What follows belongs to an exercise in optimizing a design on an open flow for small area and a short achievable clock period; a production flow would make more cautious choices. No run shown here included a check of the RTL's function; only the layout flow was run.

## flow/design.v (module list and top-level ports; edited modules follow where they fit)
// module fft8_top: 5890 lines
module fft8_top (
    input  logic         clk,
    input  logic         reset_n,
    input  logic         valid_in,
    input  logic [143:0] x_re,
    input  logic [143:0] x_im,
    output logic         valid_out,
    output logic [143:0] y_re,
    output logic [143:0] y_im
);
  // ...
==> flow/run.sh <==
#!/bin/bash
# synth_recipe.tcl (not shown) runs the flow's synth.tcl, then flattens the netlist and writes it again
# the make line also repeats each setting of config.mk as NAME=value (left out here)
make -C /OpenROAD-flow-scripts/flow DESIGN_CONFIG=/design/flow/config.mk WORK_HOME=/design/flow/orfs CLKGATE_MAP_FILE= SYNTH_SCRIPT=/design/flow/synth_recipe.tcl finish
==> flow/config.mk <==
export PLATFORM = sky130hd
export DESIGN_NAME = fft8_top
export DESIGN_NICKNAME = fft8_top
export VERILOG_FILES = /design/flow/design.v
export SDC_FILE = /design/flow/constraint.sdc
export NUM_CORES = 4
export LEC_CHECK = 0
export CAP_MARGIN = 20
export CORE_MARGIN = 2
export CORE_UTILIZATION = 40
export SLEW_MARGIN = 20
==> flow/constraint.sdc <==
create_clock -name core_clock -period 12.0 [get_ports {clk}]
set_input_delay 2.4000 -clock core_clock [delete_from_list [all_inputs] [get_ports {clk}]]
set_output_delay 2.4000 -clock core_clock [all_outputs]
set_load 0.01 [all_outputs]
==> metrics.yaml, run 1 <==
global_routing:
  grt_pass1_vias: 32774
  use_met3: 0.0433
  antenna_found_initial: 17
  grtUsageTotal: 0.207
synth:
  yosysMostFrequentCell: "inv_1"
  synthesis.instances: 4555
  synth_edf_count: 0
  synth_cell_type_count: 25
  synthAdderAreaFrac: 0.444
  synth_common_cells: "inv_1, fa_1, dfxtp_1"
layout:
  layoutNonFillerInstCount: 6978
  multiInputGateArea_um2: 26800
  nClkBuffers: 163
  post-route-util: 0.476
  top_area_cell_class: "multi-input gates"
  nNonClkBuffers: 579
  num-multi-input-gates: 1530
  diodes: 9
drt:
  viasPerCell: 4.05
setup_path:
  critical-path-slowest-cell: "fa_1"
  crit_cells: 24
  critPathCaptureType: "flop"
  crit_type: "flop to flop"
outcome:
  status: "timing/DRC/antenna clean"
min_path:
  whs_endpoint: "r3208_3"
place:
  port_buffers: 579
  place_area_um2: 63100
cts:
  clock_path_buffers: 3
floorplanning:
  start_util: 0.403
==> inputs of run 2 (changes only) <==
==> flow/flow/run.sh (new file) <==
#!/bin/bash
# Standard layout, but the port buffers use the smallest buffer cell.
cp standard.sh standard_sh.log
export BUFFER_PORTS_ARGS="-buffer_cell sky130_fd_sc_hd__buf_1"
bash standard.sh > standard_run.log 2>&1
==> flow/standard.sh (new file) <==
#!/bin/bash
# synth_recipe.tcl (not shown) runs the flow's synth.tcl, then flattens the netlist and writes it again
# the make line also repeats each setting of config.mk as NAME=value (left out here)
make -C /OpenROAD-flow-scripts/flow DESIGN_CONFIG=/design/flow/config.mk WORK_HOME=/design/flow/orfs CLKGATE_MAP_FILE= SYNTH_SCRIPT=/design/flow/synth_recipe.tcl "${@:-finish}"
removed: flow/run.sh
==> metrics.yaml, run 2 <==
floorplanning:
  coreArea_um2: 142000  # unchanged
  io_pins: 580  # unchanged
  rows: 138  # unchanged
  start_util: 0.403  # unchanged
  die_area_um2: 146000  # unchanged
  die_w_um: 382  # unchanged
  die_height_um: 382  # unchanged
timing:
  fmax_ghz: 0.151  # was 0.147 GHz
  finalSetupTns_ns: 0  # unchanged
  min_period_ns: 6.62  # was 6.79 ns
  setup_viol: 0  # unchanged
  fin_crit_sh: 0.552  # was 0.566
  finalHoldViolCount: 0  # unchanged
  clock_skew_ns: 0.0418  # was 0.0289 ns
  finalMaxSlewViolations: 0  # unchanged
  rsz0062_at_grt: "no"  # unchanged
  worst_slack_ns: 5.38  # was 5.21 ns
  slew_headroom: 0.562  # was 0.522
  worst_pin_slew_ns: 0.654  # was 0.716 ns
cts:
  htreeDepth: 3  # unchanged
  clock_path_buffers: 3  # unchanged
  cts_inserted_buffers: 115  # was 120
  cts_setup_buffers: 0  # unchanged
  cts-root-buf: "clkbuf_16"  # unchanged
  cts_sinks: 1100  # unchanged
  cts_hold_buf: 0  # unchanged
  clkLatencyLatePin_ns: 0.74  # was 0.73 ns
  clk_pin_slew_ns: 0.06  # about the same
  cts_resized: 0  # unchanged
  cts_tree: "yes"  # unchanged
drt:
  via_count: 28199  # was 28250
  drt_iter0_drc: 1131  # was 1093
  viasPerCell: 4.05  # about the same
  wl_per_cell_um: 20.5  # was 20.7 µm
  drc_errors: 0  # unchanged
  ant_nets: 0  # unchanged
  wl_mm: 143  # was 144 mm
  first_pass_iters: 4  # was 7
layout:
  largest_register: "vld"  # unchanged
  layoutNonFillerInstCount: 6959  # was 6978
  layout-drive-gt1-share: 0.0399  # was 0.0435
  nets: 6620  # was 6625
  layout_commonest_cell: "inv_1"  # unchanged
  fillers: 13233  # was 12820
  syn_to_final_growth_pct: 11.5  # was 18.1%
  final_area_um2: 63600  # was 67400 µm²
  final_cell_mix: "inv_1, fa_1, dfxtp_1, buf_1, ha_1"  # was inv_1, fa_1, dfxtp_1, clkdlybuf4s50_1, ha_1
  largest_reg_flops: 3  # unchanged
global_routing:
  antenna_found_initial: 21  # was 17
  grt_pass1_wl_mm: 211  # was 215 mm
  grt_pass1_vias: 32603  # was 32774
  grt-ovfl-total: 0  # unchanged
  grt_start_max_net_pins: 16  # unchanged
  grtUsageTotal: 0.204  # was 0.207
place:
  place_area_um2: 59500  # was 63100 µm²
  hpwl_mm: 127  # about the same
  place_ws_ns: 5.24  # was 4.89 ns
  place_inst: 6744  # unchanged
  globalplace.congestion: 0.891  # was 0.867
  port_buffers: 579  # unchanged
synth:
  synthesis.instances: 4555  # unchanged
  yosysMostFrequentCell: "inv_1"  # unchanged
  synth_top_area_frac: 0.390  # unchanged
  synth.area.top_cells: "fa_1, dfxtp_1, inv_1, ha_1, buf_4"  # unchanged
  async_flop_share: 0  # unchanged
  syn_area_per_cell_um2: 12.5  # unchanged
  synth_area_leader_cell: "fa_1"  # unchanged
  yosys_warnings: 1  # unchanged
  synth.net_count: 6204  # unchanged
  synth_edf_count: 0  # unchanged
  syn-cell-area_um2: 57100  # unchanged
  synth_ff_type: "dfxtp_1"  # unchanged
  synth_common_cells: "inv_1, fa_1, dfxtp_1"  # unchanged
  synth_cell_type_count: 25  # unchanged
  ys_ff_latch: 1100  # unchanged
  yosysSeqAreaShare: 0.386  # unchanged
outcome:
  status: "timing/DRC/antenna clean"  # unchanged
min_path:
  hold_path_class: "flop to flop"  # unchanged
  hold_depth: 0  # unchanged
setup_path:
  r2r_cells: 18  # was 24
  arrival_ns: 7.22  # was 7.38 ns
  critPathCaptureType: "flop"  # unchanged
  cp_max_fo: 4  # was 5
  crit_type: "flop to flop"  # unchanged
  cp.required_ns: 12.60  # was 12.59 ns
  start_kind: "flop"  # unchanged
flow_run:
  drv_cap: 0  # unchanged
## run 2: cell counts after synthesis
No cell type changed its count.
## run 2: logic make-up (layout without fill, tap and decap cells)
| group | after synthesis | after routing | share of synthesized area |
|---|---|---|---|
| AND/OR/NAND/NOR | 26 | 26 | 0.00241 |
| other | 0 | 12 | 0 |
| AO/OA/AOI/OAI | 30 | 30 | 0.00360 |
| buffers and inverters | 1925 | 2427 | 0.145 |
| adder cells (fa/ha/maj) | 1358 | 1358 | 0.444 |
| flip-flops | 1100 | 1100 | 0.386 |
| XOR/XNOR | 116 | 116 | 0.0191 |
## run 2: cell type report
| type | count | area, µm² | area share |
|---|---|---|---|
| antenna | 12 | 30.0 | 0.000472 |
| clock buffer | 142 | 3190 | 0.0502 |
| clock inverter | 61 | 900 | 0.0141 |
| inverter | 1645 | 6170 | 0.0970 |
| multi-input combinational | 1530 | 26800 | 0.421 |
| sequential | 1100 | 22000 | 0.346 |
| tap | 1890 | 2360 | 0.0372 |
| timing repair buffer | 579 | 2170 | 0.0342 |
## run 2: critical path, cell delays in order (launching register included)
cell and delay (ns):
dfxtp_1 0.35, inv_1 0.06, fa_1 0.44, fa_1 0.40
fa_1 0.41, fa_1 0.40, fa_1 0.67, inv_1 0.10
fa_1 0.38, inv_1 0.07, fa_1 0.52, inv_1 0.28
fa_1 0.49, fa_1 0.47, fa_1 0.40, inv_1 0.08
fa_1 0.40, inv_1 0.12, fa_1 0.43
## run 2: per-layer routing
metal | GRT usage | part of all wire | vias up
li1 | - | - | 12964
met1 | 0.259 | 0.41 | 14266
met4 | 0.0715 | 0.038 | 22
met3 | 0.0462 | 0.060 | 229
met5 | 0 | 0.0010 | -
met2 | 0.344 | 0.49 | 718
## run 2: path summary, 6_finish.rpt
path / from / end / slack (ns)
min: r2806_2 / r2806_3 / 0.31
max: r135_1 / r2870_2 / 5.38
max reg2reg: r135_1 / r2870_2 / 5.38
min reg2reg: r2806_2 / r2806_3 / 0.31
## run 2: metrics by stage
| step | util | hold slack [ns] |
|---|---|---|
| CTS | 0.449 | 0.291 |
| global route | 0.449 | 0.314 |
| global placement | 0.420 | 0.310 |
| finish | 0.449 | 0.306 |
| detailed placement | 0.420 | 0.312 |
| floorplan | - | 0.310 |

==> port drivers added, routing unchanged <==
The results above use ideal ports. As a check the final layouts listed here were re-extracted and re-timed, cells and wires unchanged. Step 1, drivers: a clkbuf_16 drives clk and a buf_2 each remaining input, both assumed. Step 2 also shifts input and output timing later by t, the mid clock arrival at the registers, as if the neighbouring blocks saw the same clock. Three values: no drivers, after step 1, after step 2; two values: the first two.
run | shift t [ns] | setup slack, ns | hold WS [ns] | latest minus earliest clock arrival (ns)
run 1 | 0.790 | 5.206 / 5.206 / 4.909 | 0.310 / 0.310 / 0.310 | 0.031 / 0.031
run 2 | 0.800 | 5.378 / 5.378 / 5.257 | 0.306 / 0.306 / 0.306 | 0.042 / 0.042
After both steps every run listed still meets setup and hold. For run 1, which loses most, drivers alone change the setup slack by 0.000 ns; drivers and shift together by -0.297 ns.
